Context: an optimization exercise on an open-source flow, tuned for small area, a short achievable clock period and few clock cycles. The choices shown serve that exercise and are no tape-out recipe. Only simulation tests tie the RTL to the original design; equivalence was not proved.

Setup of run 2:
// fu_mul_pipe
module fu_mul_pipe #(
  parameter int XLEN  = 32,
  parameter int TAG_W = 4
) (
  input  logic             clk,
  input  logic             rst,
  input  logic             flush,
  input  logic             in_valid,
  output logic             in_ready,
  input  logic [1:0]       op,
  input  logic [XLEN-1:0]  a,
  input  logic [XLEN-1:0]  b,
  input  logic [TAG_W-1:0] tag,
  output logic             out_valid,
  input  logic             out_ready,
  output logic [XLEN-1:0]  res,
  output logic [TAG_W-1:0] out_tag,
  output logic             busy
);
Settings: LEC_CHECK=0, CAP_MARGIN=20, CORE_MARGIN=2, CORE_UTILIZATION=60, SETUP_SLACK_MARGIN=5.0, SLEW_MARGIN=20, SYNTH_HIERARCHICAL=1, SYNTH_MINIMUM_KEEP_SIZE=0; clock period 9.0 ns.
standard.sh (not shown) runs the stock make flow with config.mk's settings and CLKGATE_MAP_FILE= SYNTH_SCRIPT=/design/flow/synth_recipe.tcl, a recipe that flattens the netlist after the stock synthesis.
==> flow/flow/run.sh <==
#!/bin/bash
set -euo pipefail
export BUFFER_PORTS_ARGS="-buffer_cell sky130_fd_sc_hd__buf_1"
bash standard.sh SETUP_SLACK_MARGIN=5.1 finish > make.log 2>&1
Testbench counts of run 2, summed over its fixed seeds: cycles 12,241.
Here is what was changed in the inputs of run 1 compared with run 2.
Settings: putting CTS_BUF_LIST at sky130_fd_sc_hd__clkbuf_4 sky130_fd_sc_hd__clkbuf_8 where nothing was set.
==> flow/run.sh (new file) <==
#!/bin/bash
# synth_recipe.tcl (not shown) runs the flow's synth.tcl, then flattens the netlist and writes it again
# the make line also repeats each setting of config.mk as NAME=value (left out here)
make -C /OpenROAD-flow-scripts/flow DESIGN_CONFIG=/design/flow/config.mk WORK_HOME=/design/flow/orfs CLKGATE_MAP_FILE= SYNTH_SCRIPT=/design/flow/synth_recipe.tcl finish
removed: flow/flow/run.sh
removed: flow/standard.sh
## What came out
Area growth from synthesis to layout sits higher in run 1 than in run 2.
Weighted congestion at the end of routability-driven global placement delta for run 1 relative to run 2: about 3% lower
Comparing run 1 and run 2, the lower cell count is on run 2.
First-pass GRT wire length on run 1 is ahead of run 2.
Row routing usage on met2: run 1 lower / run 2 higher
As of run 1, final-layout clock buffer total had risen by more than half compared to run 2.
Compared with run 2, run 1 shows number of buffers created by CTS higher by 46%.
From run 2 to run 1, number of rows in the core area did not move at all.

========
## job 7567
Starting RTL as in the previous note.
==> flow/config.mk <==
export PLATFORM = sky130hd
export DESIGN_NAME = fu_mul_pipe
export DESIGN_NICKNAME = fu_mul_pipe
export VERILOG_FILES = /design/flow/design.v
export SDC_FILE = /design/flow/constraint.sdc
export NUM_CORES = 4
export LEC_CHECK = 0
export CAP_MARGIN = 20
export CORE_MARGIN = 2
export CORE_UTILIZATION = 60
export SETUP_SLACK_MARGIN = 5.0
export SLEW_MARGIN = 20
export SYNTH_HIERARCHICAL = 1
export SYNTH_MINIMUM_KEEP_SIZE = 0
==> flow/constraint.sdc <==
create_clock -name core_clock -period 9.0 [get_ports {clk}]
set_input_delay 1.8000 -clock core_clock [delete_from_list [all_inputs] [get_ports {clk}]]
set_output_delay 1.8000 -clock core_clock [all_outputs]
set_load 0.01 [all_outputs]
==> flow/flow/run.sh <==
#!/bin/bash
# The standard layout (standard.sh: ORFS from synthesis to the final layout), with one change:
# the port buffers that global placement inserts are sky130_fd_sc_hd__buf_1 cells rather than
# the default pick, clkdlybuf4s50_1, which is larger and slower. Timing repair still resizes them.
# make's full output is in make.log here; each ORFS step's own log is under orfs/logs/.
set -euo pipefail
export BUFFER_PORTS_ARGS="-buffer_cell sky130_fd_sc_hd__buf_1"
bash standard.sh finish > make.log 2>&1
Job 7567 finished every step from synthesis to the final layout, and the layout passed the timing, design-rule and antenna checks.
Testbench counts of job 7567, summed over its fixed seeds: cycles 12,241.
Relative to job 7567, the following input files were edited for job 456:
==> flow/flow/run.sh <==
#!/bin/bash
set -euo pipefail
export BUFFER_PORTS_ARGS="-buffer_cell sky130_fd_sc_hd__buf_1"
bash standard.sh SETUP_SLACK_MARGIN=5.2 finish > make.log 2>&1
Findings:
Job 456 completed every stage of the flow, and the final layout passed the timing, design-rule and antenna checks.
Number of cells in the finished layout apart from fillers is higher on job 456
Per the comparison of job 456 with job 7567, initial antenna violation count picked up an extra 3.
From job 7567 to job 456 the numbers moved as follows: met3 usage up 2.6 points, non-clock buffer count up 14, total routed wire length on the met1 layer down 0.75%.
Job 456 vs job 7567, start point of the critical path: out_ready vs u_core.d_q[36]
For job 1776, these inputs were changed with respect to job 456:
# job 456
export LEC_CHECK = 0
export CAP_MARGIN = 20
export CORE_MARGIN = 2
export CORE_UTILIZATION = 60
export SETUP_SLACK_MARGIN = 5.0
export SLEW_MARGIN = 20
export SYNTH_HIERARCHICAL = 1
export SYNTH_MINIMUM_KEEP_SIZE = 0
create_clock -name core_clock -period 9.0 [get_ports {clk}]
# job 1776
export LEC_CHECK = 0
export CAP_MARGIN = 20
export CORE_MARGIN = 2
export CORE_UTILIZATION = 70
export SETUP_SLACK_MARGIN = 5.0
export SLEW_MARGIN = 20
export SYNTH_HIERARCHICAL = 1
export SYNTH_MINIMUM_KEEP_SIZE = 0
create_clock -name core_clock -period 9.0 [get_ports {clk}]
==> flow/flow/run.sh <==
#!/bin/bash
# The standard layout (standard.sh: ORFS from synthesis to the final layout), with one change:
# the port buffers that global placement inserts are sky130_fd_sc_hd__buf_1 cells rather than
# the default pick, clkdlybuf4s50_1, which is larger and slower. Timing repair still resizes them.
# make's full output is in make.log here; each ORFS step's own log is under orfs/logs/.
set -euo pipefail
export BUFFER_PORTS_ARGS="-buffer_cell sky130_fd_sc_hd__buf_1"
bash standard.sh finish > make.log 2>&1
Notes after the runs:
- Result: PASS for each of job 456 and job 1776
- Diff job 456 -> job 1776: transition at the pin with the smallest max-transition slack fell by 0.024 ns; share of final layout cell area taken by non-clock buffers moved down; non-clock buffer count fell by 6.4%; total via count in the routed design went up; width of the chip has decreased.
For job 2408, these inputs were changed with respect to job 1776:
# job 1776
export LEC_CHECK = 0
export CAP_MARGIN = 20
export CORE_MARGIN = 2
export CORE_UTILIZATION = 70
export SETUP_SLACK_MARGIN = 5.0
export SLEW_MARGIN = 20
export SYNTH_HIERARCHICAL = 1
export SYNTH_MINIMUM_KEEP_SIZE = 0
create_clock -name core_clock -period 9.0 [get_ports {clk}]
# job 2408
export LEC_CHECK = 0
export CAP_MARGIN = 20
export CORE_MARGIN = 2
export CORE_UTILIZATION = 60
export SETUP_SLACK_MARGIN = 5.0
export SLEW_MARGIN = 20
export SYNTH_HIERARCHICAL = 1
export SYNTH_MINIMUM_KEEP_SIZE = 0
create_clock -name core_clock -period 9.0 [get_ports {clk}]
==> flow/run.sh (new file) <==
#!/bin/bash
# synth_recipe.tcl (not shown) runs the flow's synth.tcl, then flattens the netlist and writes it again
# the make line also repeats each setting of config.mk as NAME=value (left out here)
make -C /OpenROAD-flow-scripts/flow DESIGN_CONFIG=/design/flow/config.mk WORK_HOME=/design/flow/orfs CLKGATE_MAP_FILE= SYNTH_SCRIPT=/design/flow/synth_recipe.tcl finish
removed: flow/flow/run.sh
removed: flow/standard.sh
- Against job 1776, job 2408 comes in 16 higher on post-CTS resize count.
- Any difference in part of the cycle the worst path needs between job 1776 and job 2408 is small enough to ignore.
- Number of diodes is lower on job 2408
- Job 2408 ended with more setup slack than job 1776.
- | number of search-and-repair iterations in the first detailed-routing pass | job 2408 vs job 1776 | 1 lower |
- Per the comparison of job 2408 with job 1776, post-detailed-placement half-perimeter wirelength increased 0.91%; number of antenna violations at the first check in global routing decreased 3; overall via count from detail_route decreased about 1.4%.
- Against job 1776, job 2408 comes in 0.013 ns lower on time the worst path needs with I/O delays and setup.

========
Setup of job 3341:
fu_mul_pipe again, from the RTL that the note above started with.
Settings: LEC_CHECK=0, CAP_MARGIN=20, CORE_MARGIN=2, CORE_UTILIZATION=70, CTS_CLUSTER_DIAMETER=140, CTS_CLUSTER_SIZE=24, SETUP_SLACK_MARGIN=5.0, SLEW_MARGIN=20, SYNTH_HIERARCHICAL=1, SYNTH_MINIMUM_KEEP_SIZE=0; clock period 9.0 ns.
==> flow/flow/run.sh <==
#!/bin/bash
set -euo pipefail
export BUFFER_PORTS_ARGS="-buffer_cell sky130_fd_sc_hd__buf_1"
bash standard.sh SETUP_SLACK_MARGIN=5.1 finish > make.log 2>&1
Testbench counts of job 3341, summed over its fixed seeds: cycles 12,241.
The following lists how job 3910 was set up differently from job 3341:
Settings: a change of CORE_UTILIZATION from 70 to 60; a change of CTS_CLUSTER_SIZE from 24 to 20.
## What came out
- Cell area in job 3910 is 300 um2 higher than in job 3341
- On share of the clock period used by the worst path, job 3341 and job 3910 are basically level.
- Job 3910 vs job 3341 — routed length on met2 climbed by a few percent
- In terms of maximum clock frequency, job 3910 and job 3341 differ only marginally.
- The logic depth of the worst setup path including buffers on job 3341 is in line with that on job 3910.

========
fu_mul_pipe again, from the RTL that the note above started with.
## fu_mul_pipe
module fu_mul_pipe #(
  parameter int XLEN  = 32,
  parameter int TAG_W = 4
) (
  input  logic             clk,
  input  logic             rst,
  input  logic             flush,
  input  logic             in_valid,
  output logic             in_ready,
  input  logic [1:0]       op,
  input  logic [XLEN-1:0]  a,
  input  logic [XLEN-1:0]  b,
  input  logic [TAG_W-1:0] tag,
  output logic             out_valid,
  input  logic             out_ready,
  output logic [XLEN-1:0]  res,
  output logic [TAG_W-1:0] out_tag,
  output logic             busy
);
  localparam int NS = 2;
  logic               stall, en;
  logic [NS-1:0]      v_q, hi_q;
  logic [TAG_W-1:0]   tag_q [NS];
  logic [2*XLEN-1:0]  prod;
  logic               out_valid_q;
  logic               out_nvalid_q;       
  logic [XLEN-1:0]    res_q;
  logic [TAG_W-1:0]   out_tag_q;
  assign stall    = out_valid_q & ~out_ready;
  assign en       = ~stall;
  assign in_ready = (out_nvalid_q | out_ready) & ~flush;
  always_ff @(posedge clk or posedge rst)
    if (rst) begin
      v_q          <= '0;
      out_valid_q  <= 1'b0;
      out_nvalid_q <= 1'b1;
    end else if (flush) begin
      v_q          <= '0;
      out_valid_q  <= 1'b0;
      out_nvalid_q <= 1'b1;
    end else if (en) begin
      v_q[0]       <= in_valid;
      for (int i = 1; i < NS; i++) v_q[i] <= v_q[i-1];
      out_valid_q  <= v_q[NS-1];
      out_nvalid_q <= ~v_q[NS-1];
    end
  always_ff @(posedge clk)
    if (en) begin
      hi_q[0]  <= fu_mul_pkg::op_hi(op);
      tag_q[0] <= tag;
      for (int i = 1; i < NS; i++) begin
        hi_q[i]  <= hi_q[i-1];
        tag_q[i] <= tag_q[i-1];
      end
      res_q     <= hi_q[NS-1] ? prod[2*XLEN-1:XLEN] : prod[XLEN-1:0];
      out_tag_q <= tag_q[NS-1];
    end
  mul_core u_core (
    .clk  (clk),
    .en_i (en),
    .a_i  ({fu_mul_pkg::op_a_signed(op) & a[XLEN-1], a}),
    .b_i  ({fu_mul_pkg::op_b_signed(op) & b[XLEN-1], b}),
    .p_o  (prod)
  );
  assign out_valid = out_valid_q;
  assign res       = res_q;
  assign out_tag   = out_tag_q;
  ...
Settings: LEC_CHECK=0, CAP_MARGIN=20, CORE_MARGIN=2, CORE_UTILIZATION=60, CTS_CLUSTER_DIAMETER=140, CTS_CLUSTER_SIZE=24, SETUP_SLACK_MARGIN=5.0, SLEW_MARGIN=20, SYNTH_HIERARCHICAL=1, SYNTH_MINIMUM_KEEP_SIZE=0; clock period 9.0 ns.
Scripts as last shown in full above: flow/flow/run.sh
Testbench counts at the start, summed over its fixed seeds: cycles 12,241.
Next try:
- CTS_CLUSTER_DIAMETER: 140 -> 120
- CTS_CLUSTER_SIZE: 24 -> 30
Effect:
- via count is about the same
- global-route usage hardly moves
- cell count is unchanged

static timing again, ports no longer ideal:
No port has a modelled driver above. Below, the same layouts with a new extraction and two added sets of constraints. Step 1 sets driving cells, clkbuf_16 on the clock port and buf_2 on the other inputs (assumed; they add their load-dependent delay and slew). Step 2 also shifts input and output timing later by t, the mid clock arrival at the registers, as if the neighbouring blocks saw the same clock. a / b / c = ideal / step 1 / step 2; a / b = the first two.
run | t, ns | slack for setup (ns) | worst setup path at the end | slew at the worst register clock pin (ns) | cell pins on the clock port's net
run 2 | 0.618 | 5.075 / 5.044 / 4.981 | input to register | 0.07 / 0.07 | 1
run 1 | 0.728 | 4.999 / 4.999 / 4.999 | register to register | 0.07 / 0.07 | 1
job 7567 | 0.615 | 5.007 / 5.007 / 5.007 | register to register | 0.07 / 0.07 | 1
job 456 | 0.618 | 5.071 / 5.032 / 5.032 | input to output | 0.07 / 0.07 | 1
job 1776 | 0.681 | 4.990 / 4.990 / 4.990 | register to register | 0.07 / 0.07 | 1
job 2408 | 0.627 | 5.003 / 5.003 / 5.003 | register to register | 0.07 / 0.07 | 1
job 3341 | 0.601 | 5.076 / 5.037 / 5.037 | input to output | 0.11 / 0.11 | 1
job 3910 | 0.610 | 5.075 / 5.044 / 4.983 | input to register | 0.10 / 0.10 | 1
the first run of note 4 | 0.603 | 5.075 / 5.044 / 5.016 | input to register | 0.11 / 0.11 | 1
the second run of note 4 | 0.611 | 5.075 / 5.044 / 5.029 | input to register | 0.12 / 0.12 | 1
After both steps every run listed still meets setup and hold. For run 2, which loses most, drivers alone change the setup slack by -0.031 ns; drivers and shift together by -0.094 ns.
